From an optimization exercise on the open Yosys and OpenROAD flow, aimed at a short achievable clock period and few clock cycles per item; shortcuts taken in it are not production practice.
Function was checked by simulation only, so behaviour that the tests miss may differ from the original.
Power and IR drop assume default switching activity.

### design.v
module pu_sequencer #(
   parameter int WIDTH = 32,
   parameter int LEN   = 8,
   parameter int ROWS  = 4
) (
   input  logic                             clk,
   input  logic                             rst,
   input  logic                             wr_en,
   input  logic                             wr_sel,
   input  logic [$clog2(ROWS*LEN)-1:0]      wr_addr,
   input  logic [WIDTH-1:0]                 wr_data,
   input  logic                             start,
   output logic                             busy,
   output logic                             done,
   output logic                             pu_en,
   output logic [WIDTH-1:0]                 pu_x1, pu_x2, pu_x3, pu_x4,
   output logic [WIDTH-1:0]                 pu_w1, pu_w2, pu_w3, pu_w4,
   input  logic [WIDTH-1:0]                 pu_data,
   output logic                             out_valid,
   output logic [((ROWS > 1) ? $clog2(ROWS) : 1)-1:0] out_row,
   output logic [WIDTH-1:0]                 out_data
);
   localparam int AW  = $clog2(ROWS * LEN);
   localparam int NOP = ROWS * LEN / 4;       
   localparam int KW  = $clog2(NOP);          
   logic             wq_v    [1:NOP];
   logic             wq_sel  [1:NOP];
   logic [AW-1:0]    wq_addr [1:NOP];
   logic [WIDTH-1:0] wq_data [1:NOP];
   always_ff @(posedge clk) begin
      if (rst) begin
         for (int s = 1; s <= NOP; s++) wq_v[s] <= 1'b0;
      end else begin
         wq_v[1] <= wr_en && !busy;
         for (int s = 2; s <= NOP; s++) wq_v[s] <= wq_v[s-1] && wq_sel[s-1];
      end
   end
   always_ff @(posedge clk) begin
      wq_sel[1]  <= wr_sel;
      wq_addr[1] <= wr_addr;
      wq_data[1] <= wr_data;
      for (int s = 2; s <= NOP; s++) begin
         wq_sel[s]  <= wq_sel[s-1];
         wq_addr[s] <= wq_addr[s-1];
         wq_data[s] <= wq_data[s-1];
      end
   end
   logic [WIDTH-1:0] x_buf [LEN];
   logic [WIDTH-1:0] w_buf [ROWS*LEN];
   always_ff @(posedge clk) begin
      for (int k = 0; k < LEN; k++)
         if (wq_v[1] && !wq_sel[1] && wq_addr[1] == AW'(k)) x_buf[k] <= wq_data[1];
      for (int k = 0; k < ROWS * LEN; k++)
         if (wq_v[1 + k/4] && wq_sel[1 + k/4] && wq_addr[1 + k/4] == AW'(k))
            w_buf[k] <= wq_data[1 + k/4];
   end
   logic          s1, req, load;
   logic [KW-1:0] cnt;
   logic          s1_nx, req_nx, load_nx, busy_nx;
   logic [KW-1:0] cnt_nx;
   always_comb begin
      s1_nx   = start && !busy;
      req_nx  = s1 || (req && !load);
      cnt_nx  = (load || cnt != '0) ? cnt + 1'b1 : '0;
      load_nx = req_nx && cnt_nx == '0;
      busy_nx = (req_nx && s1_nx && cnt_nx == '0) ||
                ((req_nx || s1_nx) && cnt_nx != '0 && cnt_nx != KW'(NOP - 1));
   end
   always_ff @(posedge clk) begin
      if (rst) begin
         s1   <= 1'b0;
         req  <= 1'b0;
         cnt  <= '0;
         load <= 1'b0;
         busy <= 1'b0;
      end else begin
         s1   <= s1_nx;
         req  <= req_nx;
         cnt  <= cnt_nx;
         load <= load_nx;
         busy <= busy_nx;
      end
   end
   logic [WIDTH-1:0] x_hold [4];
   logic [KW-1:0]    op_k;
   always_ff @(posedge clk) begin
      if (load) begin
         pu_x1 <= x_buf[0];
         pu_x2 <= x_buf[1];
         pu_x3 <= x_buf[2];
         pu_x4 <= x_buf[3];
         for (int j = 0; j < 4; j++) x_hold[j] <= x_buf[4 + j];
      end else begin
         pu_x1 <= x_hold[0];
         pu_x2 <= x_hold[1];
         pu_x3 <= x_hold[2];
         pu_x4 <= x_hold[3];
         x_hold[0] <= pu_x1;
         x_hold[1] <= pu_x2;
         x_hold[2] <= pu_x3;
         x_hold[3] <= pu_x4;
      end
      pu_w1 <= w_buf[4 * cnt + 0];
      pu_w2 <= w_buf[4 * cnt + 1];
      pu_w3 <= w_buf[4 * cnt + 2];
      pu_w4 <= w_buf[4 * cnt + 3];
      op_k  <= cnt;
   end
   always_ff @(posedge clk) begin
      if (rst) pu_en <= 1'b0;
      else     pu_en <= load || cnt != '0;
   end
   logic             p_v, q_v, last_v;
   logic [KW-1:0]    p_k, q_k;
   logic [WIDTH-1:0] pd_q, pd_prev;
   always_ff @(posedge clk) begin
      pd_q     <= pu_data;
      pd_prev  <= pd_q;
      p_k      <= op_k;
      q_k      <= p_k;
      out_data <= pd_q + pd_prev;
      out_row  <= q_k[KW-1:1];
   end
   always_ff @(posedge clk) begin
      if (rst) begin
         p_v       <= 1'b0;
         q_v       <= 1'b0;
         out_valid <= 1'b0;
         last_v    <= 1'b0;
         done      <= 1'b0;
      end else begin
         p_v       <= pu_en;
         q_v       <= p_v;
         out_valid <= q_v && q_k[0];
         last_v    <= q_v && q_k == KW'(NOP - 1);
         done      <= last_v;
      end
   end
endmodule
### run.sh
#!/bin/bash
# synth_recipe.tcl (not shown) runs the flow's synth.tcl, then flattens the netlist and writes it again
# the make line also repeats each setting of config.mk as NAME=value (left out here)
make -C /OpenROAD-flow-scripts/flow DESIGN_CONFIG=/design/flow/config.mk WORK_HOME=/design/flow/orfs CLKGATE_MAP_FILE= SYNTH_SCRIPT=/design/flow/synth_recipe.tcl finish
### config.mk
export PLATFORM = sky130hd
export DESIGN_NAME = pu_sequencer
export DESIGN_NICKNAME = pu_sequencer
export VERILOG_FILES = /design/flow/design.v
export SDC_FILE = /design/flow/constraint.sdc
export NUM_CORES = 4
export LEC_CHECK = 0
export CAP_MARGIN = 20
export CORE_MARGIN = 2
export CORE_UTILIZATION = 40
export SLEW_MARGIN = 20
### constraint.sdc
create_clock -name core_clock -period 5.0 [get_ports {clk}]
set_input_delay 1.0000 -clock core_clock [delete_from_list [all_inputs] [get_ports {clk}]]
set_output_delay 1.0000 -clock core_clock [all_outputs]
set_load 0.01 [all_outputs]
==> flow_summary.json, run 1 <==
{
  "worstHoldPathCells": 0,
  "first_pass_iters": 9,
  "max-cap-violations": 0,
  "regToRegSetupSlack_ns": 1.90,
  "tightest_slew_ns": 1.17,
  "synth_nets": 3578,
  "netlist.top_cell.by_area": "edfxtp_1",
  "viasPerCell": 5.41,
  "die_area_um2": 168000,
  "die_w_um": 410,
  "ys_types": 61,
  "cts.sinks": 2096,
  "io_pins": 368,
  "antenna_found_initial": 10,
  "post-cts-setup-buffers": 0,
  "place_congestion": 0.793,
  "num-nets-final": 4034,
  "synth.avg_cell_area_um2": 19.0,
  "htreeDepth": 4,
  "r2r-end": "pu_w1[12]",
  "path_clk_slew_ns": 0.06,
  "ys.flop_type": "edfxtp_1",
  "grt_pass1_wl_um": 247000,
  "coreArea_um2": 164000,
  "max_freq_mhz": 323,
  "hold_path_end": "wq_addr[3][2]",
  "end_kind": "flop",
  "layout-drive-gt1-share_pct": 17.9,
  "finalHoldViolCount": 0,
  "tns_ns": 0,
  "rsz0062_at_grt": "false",
  "p_leak_uw": 0.0274,
  "ys_seq_elements": 2096,
  "cp_num_buf_inv": 1,
  "yosys_warnings": 8,
  "status": "finished clean",
  "synth_edf_count": 1280,
  "power.switching_uw": 8920,
  "r2r_start": "cnt[0]",
  "clockRootBuffer": "clkbuf_16",
  "reg2reg_depth": 5,
  "port_buffers": 367,
  "seqPwrFrac_pct": 51.7,
  "synth_commonest_cells": "edfxtp_1, dfxtp_1, mux2_2",
  "grt_usage_pct": 20.5,
  "netlist_top_cells_area": "edfxtp_1, dfxtp_1, mux2_2",
  "dp_cells": 5909,
  "cp_slowest_cell": "and2_2",
  "wire_per_inst_um": 28.1,
  "final_util_pct": 48.3,
  "area_growth_pct": 20.4,
  "worstPathMaxFanout": 74,
  "ctsHoldBuffers": 0,
  "slew_violations": 0,
  "worst_setup_path_start_kind": "flop",
  "holdCritStartpoint": "wq_addr[2][2]",
  "post_cts_resized": 0,
  "clock_skew_ns": 0.0524,
  "powerDensity_nw_per_um2": 494,
  "dieHeight_um": 410,
  "layoutNonFillerInstCount": 6291,
  "switching_share_pct": 22.7,
  "numCtsBuffers": 200,
  "syn-instance-count": 3466,
  "vias": 34100,
  "max_stage_delay_ns": 0.97,
  "hp-class": "reg -> reg",
  "syn_area_um2": 66000,
  "synth_top_area_share_pct": 58.2,
  "critPathKind": "reg -> reg",
  "fin_area_um2": 79400,
  "grt_pass1_vias": 34000,
  "cp.arrival_ns": 3.86,
  "combPwrFrac_pct": 9.2,
  "clock_power_share_pct": 39.2,
  "async_flop_share_pct": 0,
  "critPathRequiredTime_ns": 5.76,
  "initial_core_util_pct": 40.1,
  "cts_buffer_depth": 3,
  "cts_tree": "built",
  "cp_cell_sequence": "inv_1, ha_4, and2_2, a222oi_1, a41oi_1",
  "clk_latency_ns": 0.87,
  "crit_family": "simple AND/OR/NAND/NOR gates",
  "intPower_uw": 30300,
  "ys_seq_area_share_pct": 83.0,
  "num_rows": 149,
  "wirelength_um": 177000,
  "overflow": 0,
  "grt_max_degree": 162,
  "slew_headroom_pct": 21.9,
  "drt-initial-drc-count": 4481,
  "ir_worst_vdd_mv": 0.310,
  "yosysMostFrequentCell": "edfxtp_1",
  "period_needed_ns": 3.10,
  "post-dp-hpwl_um": 99000,
  "period_share_pct": 61.9,
  "place_area_um2": 72600,
  "drc": 0,
  "setup_viol": 0,
  "ant_nets": 0
}
==> cell type report <==
| type | count | area (um^2) |
|---|---|---|
| Fill cell | 13700 | 85000 |
| Sequential cell | 2096 | 54800 |
| Multi-Input combinational cell | 1187 | 10800 |
| Clock buffer | 282 | 5620 |
| Timing Repair Buffer | 424 | 4200 |
| Tap cell | 2189 | 2740 |
| Clock inverter | 99 | 1220 |
| Inverter | 13 | 53.8 |
| Antenna cell | 1 | 2.50 |
==> cells by family (layout without fill, tap and decap cells) <==
| family | after synthesis | after routing | synth area share (%) |
|---|---|---|---|
| xor gates and xnor gates | 29 | 29 | 0.385 |
| other | 0 | 1 | 0 |
| and+or+nand+nor | 251 | 251 | 1.75 |
| AOI/OAI and AO/OA | 478 | 478 | 6.57 |
| muxes | 390 | 390 | 6.47 |
| buffers and inverters | 183 | 818 | 1.08 |
| adders and majority gates | 39 | 39 | 0.747 |
| DFF | 2096 | 2096 | 83.0 |
==> how the worst max path moves through the flow <==
stage	from	end	slack, ns	depth (start not counted)
global placement	cnt[2]	pu_w1[21]	2.07	5
floorplan	wq_addr[8][0]	w_buf[28][0]	0.98	1
CTS	cnt[2]	pu_w1[17]	1.96	5
detailed placement	cnt[0]	pu_w1[12]	1.98	5
global route	cnt[2]	pu_w1[17]	1.83	5
finish	cnt[0]	pu_w1[12]	1.90	5
==> layout by cell type, fill, tap and decap left out, drive strengths merged, types with 6 or more instances in the layout <==
| master | synthesis | final |
|---|---|---|
| a21o | 14 | 14 |
| a21oi | 45 | 45 |
| a221o | 99 | 99 |
| a222oi | 235 | 235 |
| a31oi | 14 | 14 |
| a41oi | 21 | 21 |
| and2 | 7 | 7 |
| and3 | 12 | 12 |
| buf | 32 | 57 |
| bufinv | 0 | 16 |
| clkbuf | 138 | 282 |
| clkdlybuf4s50 | 0 | 367 |
| clkinv | 0 | 68 |
| clkinvlp | 0 | 9 |
| dfxtp | 816 | 816 |
| edfxtp | 1280 | 1280 |
| ha | 37 | 37 |
| inv | 13 | 19 |
| mux2 | 294 | 294 |
| mux2i | 96 | 96 |
| nand2 | 75 | 75 |
| nand3 | 9 | 9 |
| nand4 | 6 | 6 |
| nor2 | 89 | 89 |
| nor2b | 9 | 9 |
| nor3 | 19 | 19 |
| nor3b | 10 | 10 |
| o21ai | 18 | 18 |
| xnor2 | 20 | 20 |
| xor2 | 9 | 9 |
==> metal layers <==
layer,global-route usage [%],up-vias,wire (um)
li1,-,14700,-
met1,27.2,17500,72300
met2,34.3,1530,86600
met3,4.05,271,13300
met4,5.88,6,4300
met5,0,-,37
==> stage by stage <==
| step | setup WS (ns) | power (uW) | hold slack, ns |
|---|---|---|---|
| finish | 1.90 | 39200 | 0.313 |
| detailed placement | 1.98 | 24300 | 0.323 |
| global placement | 2.07 | 24200 | 0.321 |
| floorplan | 0.984 | 22100 | 0.310 |
| CTS | 1.96 | 39600 | 0.326 |
| global route | 1.83 | 40500 | 0.333 |
==> state kept, by name (all words and copies together) (netlist names), 40 cells and up <==
| signal | count |
|---|---|
| w_buf | 1024 |
| x_hold | 128 |
| wq_addr | 40 |
| wq_data | 256 |
| x_buf | 256 |
==> power groups by stage <==
| stage | registers, uW | clock network, uW | logic, uW |
|---|---|---|---|
| 6_report | 20300 | 15400 | 3590 |
| 5_1_grt | 20400 | 16300 | 3820 |
| 4_1_cts | 20300 | 15600 | 3660 |
| 3_5_place_dp | 20600 | 0 | 3640 |
| 3_3_place_gp | 20600 | 0 | 3590 |
| 2_1_floorplan | 20600 | 0 | 1500 |
==> worst register-to-register path, cell delays in order, from the launching register on <==
cell and delay [ns]:
dfxtp_1 0.39, inv_1 0.19, ha_4 0.90, and2_2 0.98
a222oi_1 0.27, a41oi_1 0.29
Testbench counts, summed over its fixed seeds: cycles 10,328, items 1,200.
==> inputs of run 2 (changes only) <==
--- a/config.mk
+++ b/config.mk
@@ -7,5 +7,7 @@
 export LEC_CHECK = 0
 export CAP_MARGIN = 20
 export CORE_MARGIN = 2
-export CORE_UTILIZATION = 40
+export CORE_UTILIZATION = 50
+export SETUP_SLACK_MARGIN = 3.2
 export SLEW_MARGIN = 20
+export TNS_END_PERCENT = 100
==> run 2 against run 1 <==
Effect of this change: still clean; sequential power barely moved; hold slack improved by 0.019 ns; die area fell by 20%; register-to-register slack improved by 0.60 ns; worst setup slack improved by 0.60 ns; flip-flop and latch count did not move; clock skew fell by 0.0017 ns; clock-buffer cell count fell by 7; design area rose by 9.8%; fmax rose by 24%.
==> flow_summary.json, run 2 <==
{
  "yosys_warnings": 8,
  "final_common_cell": "edfxtp_1",
  "combPwrFrac_pct": 12.4,
  "final_cell_mix": "edfxtp_1, dfxtp_1, buf_6, mux2_2, dfxtp_2",
  "period_share_pct": 49.9,
  "viasPerCell": 6.28,
  "grt_pass1_vias": 37400,
  "post-dp-hpwl_um": 94900,
  "max_stage_delay_ns": 0.37,
  "ir_worst_vdd_mv": 0.351,
  "syn_area_um2": 66000,
  "initial_core_util_pct": 50.3,
  "ys.flop_type": "edfxtp_1",
  "grt_max_degree": 171,
  "wirelength_um": 226000,
  "synth_nets": 3578,
  "clock_skew_ns": 0.0507,
  "worst_setup_path_start_kind": "flop",
  "fillers": 8480,
  "layout-drive-gt1-share_pct": 40.3,
  "async_flop_share_pct": 0,
  "seqPwrFrac_pct": 50.3,
  "synth_xor_area_share_pct": 0.385,
  "status": "finished clean",
  "max_freq_mhz": 401,
  "path_clk_slew_ns": 0.07,
  "syn-instance-count": 3466,
  "largest_reg_flops": 1024,
  "final_util_pct": 66.4,
  "synth_top_area_share_pct": 58.2,
  "finalHoldViolCount": 0,
  "critPathKind": "reg -> reg",
  "r2r_start": "pd_q[0]",
  "grt_pass1_wl_um": 297000,
  "ys_seq_elements": 2096,
  "setup_viol": 0,
  "max-cap-violations": 0,
  "power.switching_uw": 9560,
  "reg.largest.list": "w_buf x1024, wq_data x256, x_buf x256",
  "die_area_um2": 135000,
  "cp_num_buf_inv": 0,
  "cts_tree": "built",
  "period_needed_ns": 2.50,
  "tightest_slew_ns": 1.08,
  "htreeDepth": 4,
  "port_buffers": 367,
  "critPathRequiredTime_ns": 5.75,
  "regArea_um2": 55300,
  "synth_edf_count": 1280,
  "p_leak_uw": 0.0315,
  "slew_violations": 0,
  "cp.arrival_ns": 3.25,
  "num_rows": 133,
  "netlist_top_cells_area": "edfxtp_1, dfxtp_1, mux2_2",
  "first_pass_iters": 8,
  "clk_latency_ns": 0.86,
  "synth_compound_area_share_pct": 6.57,
  "drc": 0,
  "cts_buffer_depth": 3,
  "ys_types": 61,
  "synth_top_family_by_area": "compound AO/OA/AOI/OAI gates",
  "intPower_uw": 31300,
  "clock_power_share_pct": 37.4,
  "area_growth_pct": 32.2,
  "overflow": 0,
  "place_congestion": 0.774,
  "rsz0062_at_grt": "true",
  "crit_family": "compound AO/OA/AOI/OAI gates",
  "holdCritStartpoint": "p_k[2]",
  "coreArea_um2": 131000,
  "switching_share_pct": 23.4,
  "cp_cell_sequence": "ha_4, fa_2, a21oi_4, o21ai_2, o21a_2, a311o_1, a221o_2, a221oi_2, xnor2_1",
  "numCtsBuffers": 196,
  "dieHeight_um": 367,
  "ys_seq_area_share_pct": 83.0,
  "vias": 39200,
  "synth-simple-area-share_pct": 1.75,
  "muxShareOfSynthArea_pct": 6.47,
  "io_pins": 368,
  "drt-initial-drc-count": 7475,
  "worstPathMaxFanout": 2,
  "grt_usage_pct": 31.9,
  "powerDensity_nw_per_um2": 468,
  "ant_nets": 0,
  "tns_ns": 0,
  "clockRootBuffer": "clkbuf_16",
  "wire_per_inst_um": 36.2,
  "antenna_found_initial": 12,
  "die_w_um": 367,
  "hp-class": "reg -> reg",
  "synth.avg_cell_area_um2": 19.0,
  "largest-register": "w_buf",
  "cts.sinks": 2096,
  "multi_input_area_um2": 11800,
  "yosysMostFrequentCell": "edfxtp_1",
  "slew_headroom_pct": 27.9,
  "netlist.top_cell.by_area": "edfxtp_1",
  "startpoint": "pd_q[0]",
  "cp_slowest_cell": "fa_2",
  "synth-adder-area-share_pct": 0.747,
  "num-nets-final": 4429,
  "end_kind": "flop",
  "synth_commonest_cells": "edfxtp_1, dfxtp_1, mux2_2"
}
[run 2: cell type report]
type,instances,share of cell area (%)
multi-input cells,1205,13.5
flip-flops and latches,2096,63.4
repair buffers,805,12.9
clock inverters,95,1.17
well taps,1755,2.52
inverters,13,0.0918
diodes,5,0.0143
clock buffers,275,6.42
[run 2: cell families after synthesis]
group                    after synthesis
AO/OA/AOI/OAI                        478
XOR/XNOR                              29
adder cells (fa/ha/maj)               39
buffers and inverters                183
flip-flops                          2096
multiplexers                         390
AND/OR/NAND/NOR                      251
[run 2: worst register-to-register path, cell delays in order (launching register included)]
cell and delay [ns]:
dfxtp_2 0.33, ha_4 0.16, fa_2 0.37, a21oi_4 0.16, o21ai_2 0.08, o21a_2 0.23
a311o_1 0.32, a221o_2 0.38, a221oi_2 0.25, xnor2_1 0.14
[run 2: power by group through the flow]
stage | Sequential, uW | Combinational (uW) | Clock, uW
floorplan | 20600 | 1540 | 0
detailed placement | 20600 | 3670 | 0
CTS | 20500 | 4790 | 15300
global placement | 20600 | 3620 | 0
finish | 20500 | 5050 | 15300
global route | 20600 | 5230 | 16000
[run 2: repair_timing]
| action | in CTS | in global routing |
|---|---|---|
| pin swaps | 198 | 109 |
| gates resized for setup | 2145 | 193 |
| endpoints found under the setup margin | 1683 | 1293 |
| cloned | 90 | 19 |
| hold buffers | 0 | 0 |
| setup buffers | 205 | 90 |
[run 2: final timing paths]
kind | to | slack (ns) | depth (start not counted)
min | q_k[2] | 0.33 | 0
max | out_data[28] | 2.50 | 9
min reg2reg | q_k[2] | 0.33 | 0
max reg2reg | out_data[28] | 2.50 | 9
[run 2: stage by stage]
stage               area (um^2)  setup slack [ns]  power [uW]  cells  hold slack [ns]
floorplan                 66600              2.59       22100   3466            0.310
global placement          72200              2.14       24200   5468            0.314
detailed placement        72200              2.09       24300   5470            0.314
CTS                       85200              2.41       40600   6135            0.323
global route              87200              2.47       41800   6244            0.345
finish                    87200              2.50       40800   6249            0.331
[run 2: layer usage]
layer	global-route usage (%)	vias to the layer above	wire, um
met5	0	-	157
met4	16.5	20	14600
met3	8.78	763	31100
met2	49.5	3149	101000
met1	41.2	19700	78700
li1	-	15600	-

==> static timing again, ports no longer ideal <==
The flow's constraints put no driver on any port. The routed layouts listed below were extracted and timed again, unchanged, in two steps.
Step 1, drivers: a clkbuf_16 drives clk and a buf_2 each remaining input, both assumed.
Step 2 adds t to the input delays and takes it off the output delays; t is the mean of the earliest and latest rising clock arrival at the registers after step 1. Input paths then give back, and output paths get back, about the clock's delay inside the block.
Three values: ideal ports, drivers, drivers and shift; two values: the first two.
run | t, ns | setup WS [ns] | worst data-port slew with drivers (ns)
run 1 | 0.920 | 1.903 / 1.903 / 1.903 | 0.10
run 2 | 0.923 | 2.503 / 2.496 / 2.503 | 0.09
After both steps every run listed still meets setup and hold.
